From an optimization exercise on the open Yosys and OpenROAD flow, aimed at small area and few clock cycles per item; shortcuts taken in it are not production practice.
The RTL was checked by simulation tests, not by an equivalence proof against the original design.
Power and IR drop assume default switching activity. The clock port is modelled as an ideal driver; clocking choices that lean on that would not hold on a real chip.

Setup of build 96:
Design dither_top, start of the top module:
module dither_top #(
  parameter int line_width = 320
) (
  input  wire            clk_pixel,
  input  wire            rst_n,
  input  wire            in_valid,
  output logic           in_ready,
  input  dither_pkg::rgb565_t        in_pixel,
  input  dither_pkg::hcount_t        in_hcount,
  input  dither_pkg::vcount_t        in_vcount,
  input  dither_pkg::gray_sel_t      gray_sel,   
  input  dither_pkg::gray_t          threshold,  
  output logic           out_valid,
  input  wire            out_ready,
  output logic           out_dot,
  output dither_pkg::gray_t          out_gray,
  output dither_pkg::hcount_t        out_hcount,
  output dither_pkg::vcount_t        out_vcount
);
Settings: LEC_CHECK=0, CAP_MARGIN=20, CORE_MARGIN=2, CORE_UTILIZATION=45, PLACE_DENSITY=0.6, SLEW_MARGIN=20; clock period 12.0 ns.
standard.sh (not shown) runs the stock make flow with config.mk's settings and CLKGATE_MAP_FILE= SYNTH_SCRIPT=/design/flow/synth_recipe.tcl, a recipe that flattens the netlist after the stock synthesis.
==> flow/flow/run.sh <==
#!/bin/bash
# Standard layout, with the clock tree built without dummy loads and the
# ports buffered with the smallest buffer.
set -euo pipefail
bash standard.sh \
  'CTS_ARGS=-sink_clustering_enable -repair_clock_nets -sink_clustering_size 34 -sink_clustering_max_diameter 80 -buf_list sky130_fd_sc_hd__clkbuf_16 -dont_use_dummy_load' \
  'BUFFER_PORTS_ARGS=-buffer_cell sky130_fd_sc_hd__buf_1' \
  finish > standard_flow.log 2>&1
Testbench counts of build 96, summed over its fixed seeds: cycles 460,806, items 460,800.
diff inputs: build 96 => build 52
==> flow/run.sh (new file) <==
#!/bin/bash
# synth_recipe.tcl (not shown) runs the flow's synth.tcl, then flattens the netlist and writes it again
# the make line also repeats each setting of config.mk as NAME=value (left out here)
make -C /OpenROAD-flow-scripts/flow DESIGN_CONFIG=/design/flow/config.mk WORK_HOME=/design/flow/orfs CLKGATE_MAP_FILE= SYNTH_SCRIPT=/design/flow/synth_recipe.tcl finish
removed: flow/flow/run.sh
removed: flow/standard.sh
Findings:
Final design area excluding fillers grows by a little under 10% when moving from build 96 to build 52. [build 52 vs build 96] source-to-sink clock delay at the later pin of the worst-skew pair: higher in build 52. Higher routed wire length was reported by build 52, not build 96.
### build 52 -> build 27
# build 52
export LEC_CHECK = 0
export CAP_MARGIN = 20
export CORE_MARGIN = 2
export CORE_UTILIZATION = 45
export PLACE_DENSITY = 0.6
export SLEW_MARGIN = 20
create_clock -name core_clock -period 12.0 [get_ports {clk_pixel}]
# build 27
export LEC_CHECK = 0
export CAP_MARGIN = 20
export CORE_MARGIN = 2
export CORE_UTILIZATION = 60
export PLACE_DENSITY = 0.7
export SLEW_MARGIN = 20
create_clock -name core_clock -period 12.0 [get_ports {clk_pixel}]
==> flow/flow/run.sh (new file) <==
#!/bin/bash
# Standard layout, with the clock tree built without dummy loads and the
# ports buffered with the smallest buffer.
set -euo pipefail
bash standard.sh \
  'CTS_ARGS=-sink_clustering_enable -repair_clock_nets -sink_clustering_size 20 -sink_clustering_max_diameter 60 -buf_list sky130_fd_sc_hd__clkbuf_8 -dont_use_dummy_load' \
  'BUFFER_PORTS_ARGS=-buffer_cell sky130_fd_sc_hd__buf_1' \
  finish > standard_flow.log 2>&1
==> flow/standard.sh (new file) <==
#!/bin/bash
# synth_recipe.tcl (not shown) runs the flow's synth.tcl, then flattens the netlist and writes it again
# the make line also repeats each setting of config.mk as NAME=value (left out here)
make -C /OpenROAD-flow-scripts/flow DESIGN_CONFIG=/design/flow/config.mk WORK_HOME=/design/flow/orfs CLKGATE_MAP_FILE= SYNTH_SCRIPT=/design/flow/synth_recipe.tcl "${@:-finish}"
removed: flow/run.sh
## What came out
The higher final cycle utilization of the critical path came out of build 52.
Changes observed in build 27 relative to build 52: delay of the slowest cell on the worst path shows an increase of 0.02 ns; total area of multi-input combinational cells flat; part of the Yosys area used for sequential elements roughly the same.
Going from build 52 to build 27, net count of the finished layout shrank slightly.
Build 52 vs build 27, endpoint of the most critical setup path: err_buf.g_ring[1].ring[5]$_DFF_P_ vs err_buf.g_ring[2].ring[7]$_DFF_P_
Wire length of the first global-routing pass went up slightly going from build 52 to build 27.
Re clock-pin slew reported for the worst setup and hold paths after clock tree synthesis: build 27 and build 52 aren't equal, and the lower value belongs to build 52.
On instance count on the critical path: between build 27 and build 52, it ends up lower for build 27.
Setup changes, build 27 to build 28
# build 27
export LEC_CHECK = 0
export CAP_MARGIN = 20
export CORE_MARGIN = 2
export CORE_UTILIZATION = 60
export PLACE_DENSITY = 0.7
export SLEW_MARGIN = 20
create_clock -name core_clock -period 12.0 [get_ports {clk_pixel}]
# build 28
export LEC_CHECK = 0
export CAP_MARGIN = 20
export CORE_MARGIN = 2
export CORE_UTILIZATION = 45
export CTS_BUF_LIST = sky130_fd_sc_hd__clkbuf_16
export CTS_CLUSTER_DIAMETER = 60
export CTS_CLUSTER_SIZE = 30
export PLACE_DENSITY = 0.6
export SLEW_MARGIN = 20
create_clock -name core_clock -period 12.0 [get_ports {clk_pixel}]
==> flow/run.sh (new file) <==
#!/bin/bash
# synth_recipe.tcl (not shown) runs the flow's synth.tcl, then flattens the netlist and writes it again
# the make line also repeats each setting of config.mk as NAME=value (left out here)
make -C /OpenROAD-flow-scripts/flow DESIGN_CONFIG=/design/flow/config.mk WORK_HOME=/design/flow/orfs CLKGATE_MAP_FILE= SYNTH_SCRIPT=/design/flow/synth_recipe.tcl finish
removed: flow/flow/run.sh
removed: flow/standard.sh
## What came out
Compared to build 27, build 28 has multi-input combinational area share 0.22 points lower. Going from build 27 to build 28, combinational cell power shrank by a few percent. When build 28 is set beside build 27, its fraction of power spent switching nets turns out to be 0.29 points larger. Delta (build 28 minus build 27): mean area per synthesized cell now sits at about the same level; via density per instance lost 8.9%; post-detailed-placement cell area shows an increase of 1.7%; instance count on the critical path +1; wire length went down. Clock latency reported for the late side of the worst-skew pair: build 28 < build 27. Looking only at inserted tap cell count, and setting everything else aside, the higher value of build 27 and build 28 goes to build 28.
> inputs changed (build 28 -> build 73)
# build 28
export LEC_CHECK = 0
export CAP_MARGIN = 20
export CORE_MARGIN = 2
export CORE_UTILIZATION = 45
export CTS_BUF_LIST = sky130_fd_sc_hd__clkbuf_16
export CTS_CLUSTER_DIAMETER = 60
export CTS_CLUSTER_SIZE = 30
export PLACE_DENSITY = 0.6
export SLEW_MARGIN = 20
create_clock -name core_clock -period 12.0 [get_ports {clk_pixel}]
# build 73
export LEC_CHECK = 0
export CAP_MARGIN = 20
export CORE_MARGIN = 2
export CORE_UTILIZATION = 45
export CTS_BUF_LIST = sky130_fd_sc_hd__clkbuf_8
export CTS_CLUSTER_DIAMETER = 50
export CTS_CLUSTER_SIZE = 18
export PLACE_DENSITY = 0.6
export SLEW_MARGIN = 20
create_clock -name core_clock -period 12.0 [get_ports {clk_pixel}]
==> flow/flow/run.sh (new file) <==
#!/bin/bash
# Standard layout, with the clock tree built without dummy loads and the
# ports buffered with the smallest buffer.
set -euo pipefail
bash standard.sh \
  'CTS_ARGS=-sink_clustering_enable -repair_clock_nets -sink_clustering_size 18 -sink_clustering_max_diameter 50 -buf_list sky130_fd_sc_hd__clkbuf_8 -dont_use_dummy_load' \
  'BUFFER_PORTS_ARGS=-buffer_cell sky130_fd_sc_hd__buf_1' \
  finish > standard_flow.log 2>&1
==> flow/standard.sh (new file) <==
#!/bin/bash
# synth_recipe.tcl (not shown) runs the flow's synth.tcl, then flattens the netlist and writes it again
# the make line also repeats each setting of config.mk as NAME=value (left out here)
make -C /OpenROAD-flow-scripts/flow DESIGN_CONFIG=/design/flow/config.mk WORK_HOME=/design/flow/orfs CLKGATE_MAP_FILE= SYNTH_SCRIPT=/design/flow/synth_recipe.tcl "${@:-finish}"
removed: flow/run.sh
### Flow results
Final design utilization ends up lower on build 73. Build 73 vs. build 28: peak ir drop on the vdd network now smaller, number of antenna violations at the first check in global routing now larger, part of the power in combinational logic now larger, power attributed to the clock group now smaller. On via count, the higher figure sits with build 73, not build 28. Comparing build 73 against build 28, there is no change at all in post-route antenna net violation count. Build 73 can be clocked faster than build 28. The higher setup slack of the critical path after layout came out of build 73. Between build 28 and build 73, the number of port buffers figures differ only marginally.
[inputs] build 45 vs build 73
==> flow/run.sh (new file) <==
#!/bin/bash
# synth_recipe.tcl (not shown) runs the flow's synth.tcl, then flattens the netlist and writes it again
# the make line also repeats each setting of config.mk as NAME=value (left out here)
make -C /OpenROAD-flow-scripts/flow DESIGN_CONFIG=/design/flow/config.mk WORK_HOME=/design/flow/orfs CLKGATE_MAP_FILE= SYNTH_SCRIPT=/design/flow/synth_recipe.tcl finish
removed: flow/flow/run.sh
removed: flow/standard.sh
Notes after the runs:
Build 45 ends up with a total stage count of the critical path that is 2.8% higher than in build 73.
Build 45 vs build 73, final cell count went up by about 1%.
Summary of build 45 over build 73: placed standard-cell area has increased; slack of the critical path has decreased.
Summary of the comparison: switching power as a share of total power is higher in build 45, relative to build 73.
Looking at core utilization of the finished layout, build 45 sits 0.81 points higher than build 73 does.
Diff build 73 -> build 45 | global-route usage | increase of 0.19 points
Summary of build 45 over build 73: total power of the final layout +2.4%; post-place setup slack -0.33 ns; clock network power share +1.6 points.
A cell with the largest stage delay on the worst path of sky130_fd_sc_hd__or4_1 is what build 73 shows, while sky130_fd_sc_hd__fa_1 belongs to build 45.

dither_top, a different RTL version from the one above (not shown whole).
Size in the first run: roughly 3100 cells after synthesis, about 2600 flip-flops, about 57000 µm² of cells after synthesis.
clock: 12.0 ns
lec_check: 0
cap_margin: 20
core_margin: 2
core_utilization: 70
place_density: 0.8
slew_margin: 20
==> flow/flow/run.sh <==
#!/bin/bash
# Standard layout, with the clock tree built without dummy loads and the
# ports buffered with the smallest buffer.
set -euo pipefail
bash standard.sh \
  'CTS_ARGS=-sink_clustering_enable -repair_clock_nets -sink_clustering_size 32 -sink_clustering_max_diameter 50 -buf_list sky130_fd_sc_hd__clkbuf_16 -dont_use_dummy_load' \
  'BUFFER_PORTS_ARGS=-buffer_cell sky130_fd_sc_hd__buf_1' \
  finish > standard_flow.log 2>&1
The starting point went through all stages and came out clean.
Testbench counts at the start, summed over its fixed seeds: cycles 460,806, items 460,800.
Then changed:
==> flow/flow/run.sh (replaced) <==
#!/bin/bash
# Standard layout, with the clock tree built without dummy loads and the
# ports buffered with the smallest buffer.
set -euo pipefail
bash standard.sh \
  'CTS_ARGS=-sink_clustering_enable -repair_clock_nets -sink_clustering_size 20 -sink_clustering_max_diameter 60 -buf_list sky130_fd_sc_hd__clkbuf_8 -dont_use_dummy_load' \
  'BUFFER_PORTS_ARGS=-buffer_cell sky130_fd_sc_hd__buf_1' \
  finish > standard_flow.log 2>&1
--- a/flow/config.mk
+++ b/flow/config.mk
@@ -9,4 +9,4 @@
 export CORE_MARGIN = 2
-export CORE_UTILIZATION = 70
-export PLACE_DENSITY = 0.8
+export CORE_UTILIZATION = 60
+export PLACE_DENSITY = 0.7
 export SLEW_MARGIN = 20
After rerunning:
- total power fell by 7.0%
- core utilization goes down by 12 points
- worst hold slack improves by 7.1 ps
- global-route usage decreases by 7.9 points
- die area increases by 16%

-- static timing again, ports no longer ideal --
The results above use ideal ports. As a check the final layouts listed here were re-extracted and re-timed, cells and wires unchanged. Step 1 assumes that a clkbuf_16 drives the clock port and a buf_2 every other input. Step 2 times the ports against the registers' clock, not the clock port: input delays grow and output delays shrink by t, the midpoint of the rising clock arrivals with the driver on. a / b / c = ideal ports / drivers / drivers and shift; a / b = the first two.
run	shift t [ns]	slack for setup (ns)	cell pins on the clock port's net
build 96	0.709	1.269 / 1.311 / 0.602	1
build 52	0.849	1.112 / 1.152 / 0.303	1
build 27	0.837	1.132 / 1.164 / 0.327	1
build 28	0.770	1.011 / 1.051 / 0.281	1
build 73	0.874	1.445 / 1.489 / 0.615	1
build 45	0.912	1.158 / 1.194 / 0.282	1
the first run of note 2	0.765	0.778 / 0.800 / 0.035	1
the second run of note 2	0.852	0.733 / 0.772 / -0.080	1
With both steps, setup timing fails in the second run of note 2, where it was met with ideal ports. The setup slack of build 45, which loses most, moves by +0.036 ns with the drivers and by -0.876 ns with both steps.
